Context: an optimization exercise on an open-source flow, tuned for small area, a short achievable clock period and few clock cycles per item. The choices shown serve that exercise and are no tape-out recipe.
Where RTL was checked, it was by simulation tests only, not by an equivalence proof against the original.
For run 2, only the layout was checked, not whether the RTL still works.

==> flow/design.v (outline; a module is shown in full before it is edited, if it fits) <==
// module material_eval: 2313 lines
// module phase_count: 375 lines
// module taper_blend: 1493 lines
// module eval_control: 57 lines
// module board_eval: 50 lines
module board_eval
#(
   parameter int EVAL_WIDTH = 16                       
)
(
   input  logic                         clk,
   input  logic                         reset,
   input  logic [255:0]                 board_in,
   input  logic                         board_valid,
   input  logic                         attack_done,
   input  logic                         clear_eval,
   output logic signed [EVAL_WIDTH-1:0] eval,
   output logic                         eval_valid
);
  // ...
==> flow/flow/run.sh <==
#!/bin/bash
# The standard layout with two changes:
#  - after the standard synthesis, fapol.py removes inverters around the full adders
#    by using some adders with all pins inverted (a full adder is self-dual); the
#    registers are not touched;
#  - the input and output ports are buffered with buf_2 cells.
set -euo pipefail
R=orfs/results/sky130hd/board_eval/base
bash standard.sh synth > synth_flow.log 2>&1
cp $R/1_2_yosys.v synth_standard.v
python3 flow/fapol.py synth_standard.v $R/1_2_yosys.v > fapol.log 2>&1
touch $R/1_2_yosys.v
bash standard.sh finish BUFFER_PORTS_ARGS="-buffer_cell sky130_fd_sc_hd__buf_2" > finish_flow.log 2>&1
==> flow/flow/fapol.py <==
#!/usr/bin/env python3
"""Removes inverters around full-adder cells in a Yosys gate netlist.

A full adder is self-dual: FA(~a, ~b, ~c) = (~sum, ~cout). Synthesis extracts full
adders with arbitrary input and output polarities and fills the gaps with inverters.
This script picks, for every full adder, whether to use it as is or with all of its
pins inverted, so as to need as few inverters as possible, then rewires the netlist:
every inverter is removed and one inverter per net is put back where some load
needs the inverted value. Registers and all other cells are left as they are.

usage: fapol.py in.v out.v
"""
import math
import random
import re
import sys
from collections import defaultdict

OUT_PINS = {'X', 'Y', 'Q', 'Q_N', 'SUM', 'COUT', 'HI', 'LO'}

src = open(sys.argv[1]).read()
m = re.search(r'^module\s.*?;\n', src, re.S | re.M)
head_end = m.end()
body = src[head_end:]
inst_re = re.compile(r'^\s*(sky130_fd_sc_hd__\w+)\s+(\S+)\s*\((.*?)\);\n', re.S | re.M)
pin_re = re.compile(r'\.(\w+)\(([^()]*)\)')

decls = []       # text lines that are not instances (ports, wires)
insts = []       # [type, name, [(pin, net)]]
pos = 0
for mm in inst_re.finditer(body):
    decls.append(body[pos:mm.start()])
    insts.append([mm.group(1), mm.group(2), [(p, n.strip()) for p, n in pin_re.findall(mm.group(3))]])
    pos = mm.end()
tail = body[pos:]
assert 'assign' not in ''.join(decls) + tail, 'assign statements not handled'

outputs = set()
for line in src[:head_end].split('\n') + ''.join(decls).split('\n'):
    mo = re.match(r'\s*output\s+(\[(\d+):(\d+)\]\s+)?(\S+);', line)
    if mo:
        if mo.group(1):
            hi, lo = int(mo.group(2)), int(mo.group(3))
            for i in range(min(hi, lo), max(hi, lo) + 1):
                outputs.add('%s[%d]' % (mo.group(4), i))
        else:
            outputs.add(mo.group(4))


def is_inv(t):
    return re.match(r'sky130_fd_sc_hd__inv_\d+$', t) is not None


def is_fa(t):
    return re.match(r'sky130_fd_sc_hd__fa_\d+$', t) is not None


driver = {}
for idx, (t, name, pins) in enumerate(insts):
    for p, n in pins:
        if p in OUT_PINS:
            driver[n] = idx

# Inverters that may be removed: not driving an output port
removable = set()
for idx, (t, name, pins) in enumerate(insts):
    if is_inv(t):
        y = dict(pins)['Y']
        if y not in outputs:
            removable.add(idx)


def resolve(n):
    """(base net, parity) through removable inverters."""
    par = 0
    seen = 0
    while n in driver and driver[n] in removable:
        n = dict(insts[driver[n]][2])['A']
        par ^= 1
        seen += 1
        assert seen < 100
    return n, par


# Loads: (instance index, pin, base, parity)
loads = []
for idx, (t, name, pins) in enumerate(insts):
    if idx in removable:
        continue
    for p, n in pins:
        if p in OUT_PINS:
            continue
        b, par = resolve(n)
        loads.append((idx, p, b, par))

fa_ids = [i for i, x in enumerate(insts) if is_fa(x[0])]
flip = defaultdict(int)
loads_of_base = defaultdict(list)
for li, (idx, p, b, par) in enumerate(loads):
    loads_of_base[b].append(li)


def drv_flip(b):
    d = driver.get(b)
    return flip[d] if d is not None and is_fa(insts[d][0]) else 0


def need_inv(li):
    idx, p, b, par = loads[li]
    lf = flip[idx] if is_fa(insts[idx][0]) else 0
    return par ^ lf ^ drv_flip(b)


def base_cost(b):
    return 1 if any(need_inv(li) for li in loads_of_base[b]) else 0


def fa_bases(i):
    out = set()
    for p, n in insts[i][2]:
        if p in OUT_PINS:
            out.add(n)
        else:
            out.add(resolve(n)[0])
    return out


bases_of_fa = {i: fa_bases(i) for i in fa_ids}
all_bases = set(loads_of_base)
before = sum(base_cost(b) for b in all_bases)
def local_cost(i):
    return sum(base_cost(b) for b in bases_of_fa[i])


# Greedy single flips, then simulated annealing with a fixed seed
def greedy():
    for sweep in range(50):
        changed = 0
        for i in fa_ids:
            c0 = local_cost(i)
            flip[i] ^= 1
            if local_cost(i) < c0:
                changed += 1
            else:
                flip[i] ^= 1
        if not changed:
            break


greedy()
rng = random.Random(1)
cur = sum(base_cost(b) for b in all_bases)
best = cur
best_flip = dict(flip)
steps = 300000
for step in range(steps):
    temp = 1.5 * (1 - step / steps) + 0.05
    i = rng.choice(fa_ids)
    c0 = local_cost(i)
    flip[i] ^= 1
    d = local_cost(i) - c0
    if d <= 0 or rng.random() < math.exp(-d / temp):
        cur += d
        if cur < best:
            best = cur
            best_flip = dict(flip)
    else:
        flip[i] ^= 1
flip.clear()
flip.update(best_flip)
greedy()
after = sum(base_cost(b) for b in all_bases)
n_removable = len(removable)

# Rewire
inv_net = {}
new_insts = []
k = 0
for b in sorted(all_bases):
    if base_cost(b):
        w = '_fapol_n%d_' % k
        inv_net[b] = w
        new_insts.append(['sky130_fd_sc_hd__inv_1', '_fapol_i%d_' % k, [('A', b), ('Y', w)]])
        k += 1
pin_net = {}
for li, (idx, p, b, par) in enumerate(loads):
    pin_net[(idx, p)] = inv_net[b] if need_inv(li) else b

dead = set(dict(insts[i][2])['Y'] for i in removable)


def drop_dead(text):
    keep = []
    for line in text.split('\n'):
        mo = re.match(r'\s*wire\s+(\S+)\s*;\s*$', line)
        if mo and mo.group(1) in dead:
            continue
        keep.append(line)
    return '\n'.join(keep)


decls = [drop_dead(x) for x in decls]
out = [src[:head_end]]
out.append(''.join(decls[:1]))
for b, w in sorted(inv_net.items(), key=lambda x: x[1]):
    out.append('  wire %s;\n' % w)
out.append(''.join(decls[1:]))


def emit(t, name, pins):
    s = '  %s %s (\n' % (t, name)
    s += ',\n'.join('    .%s(%s%s)' % (p, n, ' ' if n.startswith('\\') else '') for p, n in pins)
    return s + '\n  );\n'


for idx, (t, name, pins) in enumerate(insts):
    if idx in removable:
        continue
    pins = [(p, n if p in OUT_PINS else pin_net[(idx, p)]) for p, n in pins]
    out.append(emit(t, name, pins))
for t, name, pins in new_insts:
    out.append(emit(t, name, pins))
out.append(tail)
open(sys.argv[2], 'w').write(''.join(out))
print('fapol: %d full adders, %d flipped; inverters %d -> %d'
      % (len(fa_ids), sum(flip[i] for i in fa_ids), n_removable, after))
if len(sys.argv) > 3:
    from collections import Counter
    c = Counter()
    for b in inv_net:
        allinv = all(need_inv(li) for li in loads_of_base[b])
        d = driver.get(b)
        dt = insts[d][0].replace('sky130_fd_sc_hd__', '') if d is not None else 'port'
        c[(allinv, dt)] += 1
    for k, v in c.most_common(30):
        print(v, k)
==> flow/standard.sh <==
#!/bin/bash
# synth_recipe.tcl (not shown) runs the flow's synth.tcl, then flattens the netlist and writes it again
# the make line also repeats each setting of config.mk as NAME=value (left out here)
make -C /OpenROAD-flow-scripts/flow DESIGN_CONFIG=/design/flow/config.mk WORK_HOME=/design/flow/orfs CLKGATE_MAP_FILE= SYNTH_SCRIPT=/design/flow/synth_recipe.tcl "${@:-finish}"
==> flow/config.mk <==
export PLATFORM = sky130hd
export DESIGN_NAME = board_eval
export DESIGN_NICKNAME = board_eval
export VERILOG_FILES = /design/flow/design.v
export SDC_FILE = /design/flow/constraint.sdc
export NUM_CORES = 4
export LEC_CHECK = 0
export CAP_MARGIN = 0
export CORE_MARGIN = 2
export CORE_UTILIZATION = 55
export SETUP_SLACK_MARGIN = 1.0
export SLEW_MARGIN = 0
==> flow/constraint.sdc <==
create_clock -name core_clock -period 7.0 [get_ports {clk}]
set_input_delay 1.4000 -clock core_clock [delete_from_list [all_inputs] [get_ports {clk}]]
set_output_delay 1.4000 -clock core_clock [all_outputs]
set_load 0.01 [all_outputs]
==> impl_metrics.json, run 1 <==
{
  "status": "no timing/DRC/antenna violations",
  "ant_nets": 0,
  "layout.cells.non_filler": 4709,
  "synth.avg_cell_area_um2": 8.78,
  "clock_latency_ps": 450,
  "reg.largest.list": "u_material_eval.cnt: 42 flops, u_taper_blend.dig: 24 flops, u_taper_blend.p3: 18 flops",
  "cp_top_family": "adder cells",
  "antenna_found_initial": 14,
  "root_buffer": "clkbuf_16",
  "n_all_inverters": 397,
  "fmaxAchievable_mhz": 168,
  "dpl-instance-area_um2": 35300,
  "cts_tree": "done",
  "drive_gt1_share_pct": 12.1,
  "reg2reg_from": "u_taper_blend.dig[3]",
  "routed_wirelength_um": 108000,
  "rows": 90,
  "top_layer": "met5",
  "syn-num-nets": 4907,
  "tightest_slew_ps": 828,
  "dp_cells": 4658,
  "drt_iter0_drc": 2643,
  "num_vias": 28400,
  "worstHoldStart": "u_eval_control.capture_d",
  "cts_setup_buffers": 0,
  "multi_input_cells": 3030,
  "cts.sinks": 145,
  "crit_fanout": 12
}
Testbench counts, summed over its fixed seeds: cycles 2,048, boards 512.
==> run 2: changes to the inputs <==
--- a/flow/design.v
+++ b/flow/design.v
@@ -3446,19 +3446,22 @@
    logic t705;
    logic t706;
    logic t707;
    logic t708;
    logic t709;
    logic [33:0] y_s;
    logic [33:0] y_c;
    logic t710;
-   logic [33:0] y0;
-   logic [33:0] y1;
+   logic [16:0] y_lo;
+   logic [17:0] y_hi0;
+   logic [17:0] y_hi1;
+   logic [17:0] y_hi2;
    logic t711;
+   logic t712;
    logic [15:0] q;
    assign count_h1 = {cnt[6], cnt[5], cnt[4], cnt[3], cnt[2], cnt[1], cnt[0]};
    assign count_h2 = {cnt[13], cnt[12], cnt[11], cnt[10], cnt[9], cnt[8], cnt[7]};
    assign count_h3 = {cnt[20], cnt[19], cnt[18], cnt[17], cnt[16], cnt[15], cnt[14]};
    assign count_h4 = {cnt[27], cnt[26], cnt[25], cnt[24], cnt[23], cnt[22], cnt[21]};
    assign count_h5 = {cnt[34], cnt[33], cnt[32], cnt[31], cnt[30], cnt[29], cnt[28]};
    assign count_nh6 = {cnt[41], cnt[40], cnt[39], cnt[38], cnt[37], cnt[36], cnt[35]};
    assign ocount = officers;
@@ -4180,20 +4183,23 @@
    assign t705 = t505 | e_sum[13];
    assign t706 = t701 ^ t704;
    assign t707 = t701 & t704;
    assign t708 = ~dig[24] ^ e_sum[14] ^ t705;
    assign t709 = (~dig[24] & e_sum[14]) | (~dig[24] & t705) | (e_sum[14] & t705);
    assign y_s = {1'b1, ~e_sum[16], t709, t707, t703, t699, t695, t689, t683, t677, t669, t661, t653, t643, t633, t623, t611, t601, t591, t581, t571, t561, t553, t550, t537, t531, t525, t522, t515, t511, t508, t329, ~e_sum[0], t327};
    assign y_c = {1'b0, e_sum[15], ~e_sum[15], t708, t706, t702, t698, t694, t688, t682, t676, t668, t660, t652, t642, t632, t622, t610, t600, t590, t580, t570, t560, t552, t544, t536, t530, t524, t518, t514, t510, t506, ~t329, dig[4]};
    assign t710 = (y_s[0] ^ y_c[0]) | ((y_s[1] ^ y_c[1]) != (y_s[0] | y_c[0])) | ((y_s[2] ^ y_c[2]) != (y_s[1] | y_c[1])) | ((y_s[3] ^ y_c[3]) != (y_s[2] | y_c[2])) | ((y_s[4] ^ y_c[4]) != (y_s[3] | y_c[3])) | ((y_s[5] ^ y_c[5]) != (y_s[4] | y_c[4])) | ((y_s[6] ^ y_c[6]) != (y_s[5] | y_c[5])) | ((y_s[7] ^ y_c[7]) != (y_s[6] | y_c[6])) | ((y_s[8] ^ y_c[8]) != (y_s[7] | y_c[7])) | ((y_s[9] ^ y_c[9]) != (y_s[8] | y_c[8])) | ((y_s[10] ^ y_c[10]) != (y_s[9] | y_c[9])) | ((y_s[11] ^ y_c[11]) != (y_s[10] | y_c[10])) | ((y_s[12] ^ y_c[12]) != (y_s[11] | y_c[11])) | ((y_s[13] ^ y_c[13]) != (y_s[12] | y_c[12])) | ((y_s[14] ^ y_c[14]) != (y_s[13] | y_c[13])) | ((y_s[15] ^ y_c[15]) != (y_s[14] | y_c[14]));
-   assign y0 = y_s + y_c;
-   assign y1 = y_s + y_c + 34'h10000;
-   assign t711 = y0[33] & t710;
-   assign q = t711 ? y1[31:16] : y0[31:16];
+   assign y_lo = {1'b0, y_s[15:0]} + {1'b0, y_c[15:0]};
+   assign y_hi0 = y_s[33:16] + y_c[33:16];
+   assign y_hi1 = y_s[33:16] + y_c[33:16] + 18'd1;
+   assign y_hi2 = y_s[33:16] + y_c[33:16] + 18'd2;
+   assign t711 = y_lo[16] ? y_hi1[17] : y_hi0[17];
+   assign t712 = t711 & t710;
+   assign q = (y_lo[16] & t712) ? y_hi2[15:0] : (y_lo[16] | t712) ? y_hi1[15:0] : y_hi0[15:0];
    always_ff @(posedge clk)
    begin
       dig   <= dig_next;
       p1    <= p1_next;
       p3    <= p3_next;
       e_sum <= e_next;
       if (load)
          eval <= EVAL_WIDTH'(q);
==> flow/config.mk (replaced) <==
export PLATFORM = sky130hd
export DESIGN_NAME = board_eval
export DESIGN_NICKNAME = board_eval
export VERILOG_FILES = /design/flow/design.v
export SDC_FILE = /design/flow/constraint.sdc
export NUM_CORES = 4
export LEC_CHECK = 0
export CAP_MARGIN = 20
export CORE_MARGIN = 2
export CORE_UTILIZATION = 40
export SETUP_SLACK_MARGIN = 1.0
export SLEW_MARGIN = 20
==> impl_metrics.json, run 2 <==
{
  "path_clk_slew_ps": 70,
  "setup_viol": 0,
  "layout_common_cells": "566 x fa_1, 459 x inv_1, 277 x buf_2, 236 x nor2_1, 235 x xnor2_1",
  "root_buffer": "clkbuf_16",
  "synth.avg_cell_area_um2": 8.93,
  "h-tree-depth": 4,
  "num_vias": 27000,
  "synth.cell_area_um2": 33800,
  "cp-start-kind": "register",
  "fin_nets": 4920,
  "syn_to_final_growth_pct": 9.72,
  "rsz0062_at_grt": "yes",
  "dieArea_um2": 86900,
  "port_buffers": 277,
  "grt_pass1_wl_um": 157000,
  "drc": 0,
  "routabilityCongestion": 0.952,
  "ant_nets": 0,
  "layout.cells.non_filler": 5006,
  "reg.largest.list": "u_material_eval.cnt: 42 flops, u_taper_blend.dig: 24 flops, u_taper_blend.p3: 18 flops",
  "core_um2": 83700,
  "slew_headroom_pct": 48.8,
  "status": "no timing/DRC/antenna violations",
  "required_ps": 7210,
  "postLayoutCellArea_um2": 37100,
  "endpoint_kind": "register",
  "antenna_found_initial": 6,
  "die_x_um": 295,
  "grt_pass1_vias": 26900,
  "critPathKind": "reg2reg",
  "tightest_slew_ps": 767,
  "fin_setup_tns_ps": 0,
  "largest_register": "u_material_eval.cnt",
  "vias_per_cell": 5.40,
  "hold_class": "reg2reg",
  "grt_max_degree": 20,
  "synth_cells": 3788,
  "gr-total-overflow": 0,
  "slew_violations": 0,
  "cts_tree": "done",
  "arrival_ps": 6440,
  "ios": 278,
  "layout_commonest_cell": "fa_1",
  "fmaxAchievable_mhz": 161,
  "cts.sinks": 145,
  "setup_ws_ps": 771,
  "dr.pass1.iters": 10,
  "rows": 106,
  "cap_viol_max_count": 0,
  "cts_buffers": 17,
  "start_util_pct": 40.4,
  "dp_cells": 4931,
  "pre_cts_slack_ps": 336,
  "largest_register_ffs": 42,
  "routed_wirelength_um": 103000,
  "drt_iter0_drc": 2060,
  "nFillCells": 8135,
  "fin_skew_ps": 15.2,
  "dp.final_hpwl_um": 89700,
  "crit_fanout": 11,
  "drive_gt1_share_pct": 14.1,
  "grtUsageTotal_pct": 23.9,
  "syn-num-nets": 4851,
  "clock_path_buffers": 2,
  "whs_ps": 445,
  "clock_latency_ps": 470,
  "finalCritPeriodShare_pct": 89.0,
  "hold_viol": 0,
  "fin_crit_ps": 6230,
  "yosys_warnings": 4,
  "die_h_um": 295,
  "routedWlPerCell_um": 20.6,
  "dpl-instance-area_um2": 35800
}
run 2: metrics by stage:
stage / util, %
after floorplan: -
after global placement: 42.8
after detailed placement: 42.8
after CTS: 44.1
after global routing: 44.3
final: 44.3
run 2: path summary, 6_finish.rpt:
check | start | cells past startpoint | to | slack [ps]
max | u_taper_blend.p1[11] | 23 | u_taper_blend.eval[8] | 770
min | u_eval_control.capture_d | 1 | u_eval_control.load | 450
max reg2reg | u_taper_blend.p1[11] | 23 | u_taper_blend.eval[8] | 770
min reg2reg | u_eval_control.capture_d | 1 | u_eval_control.load | 450
run 2: routing by layer:
metal	vias to the layer above	global-route usage, %	share of wire [%]
met5	-	0	0.026
met4	4	10.4	4.8
met3	185	3.10	5.1
met2	845	41.7	49
met1	13200	29.6	41
li1	12800	-	-
run 2: critical path, cell delays in order, from the launching register on:
cell      delay (ps)
dfxtp_4          390
buf_4            160
a22o_1           200
a221oi_1         450
xor2_1           170
ha_1             240
fa_1             530
inv_1             50
fa_1             380
fa_1             470
ha_1             330
or4_4            570
o21ai_2           90
or3_4            160
o311ai_4         100
or2_1            310
nor4_4           280
buf_6            160
buf_6             90
nand4_1          150
o311ai_2         120
a211o_1          270
nand4_1          140
xnor2_1          150
run 2: final cells by class:
class,instances,area [um2],share of cell area [%]
clock inverter,15,196,0.529
sequential,145,3120,8.42
inverter,459,1720,4.64
tap,1134,1420,3.82
antenna,2,5.00,0.0135
multi-input combinational,2884,28300,76.1
clock buffer,17,425,1.15
timing repair buffer,350,1960,5.29
run 2: repair_timing:
item / 4_1_cts / 5_1_grt
pin swaps: 36 / 26
buffers inserted: 32 / 9
endpoints found under the setup margin: 16 / 19
endpoints found under the hold margin: 0 / 0
gates resized for setup: 61 / 28
hold buffers: 0 / 0

-- re-timing with driven ports --
No port has a modelled driver above. Below, the same layouts with a new extraction and two added sets of constraints. Step 1 assumes that a clkbuf_16 drives the clock port and a buf_2 every other input. Step 2 adds t to the input delays and takes it off the output delays; t is the mean of the earliest and latest rising clock arrival at the registers after step 1. Input paths then give back, and output paths get back, about the clock's delay inside the block. a / b / c = ideal ports / drivers / drivers and shift; a / b = the first two.
run	t, ns	setup WS [ns]	worst setup path after step 2	slew at the worst register clock pin (ns)
run 1	0.503	1.043 / 1.043 / 0.725	input to register	0.08 / 0.08
run 2	0.523	0.771 / 0.771 / 0.702	input to register	0.08 / 0.08
After both steps setup and hold are still met in every run listed. For run 1, which loses most, drivers alone change the setup slack by 0.000 ns; drivers and shift together by -0.318 ns.
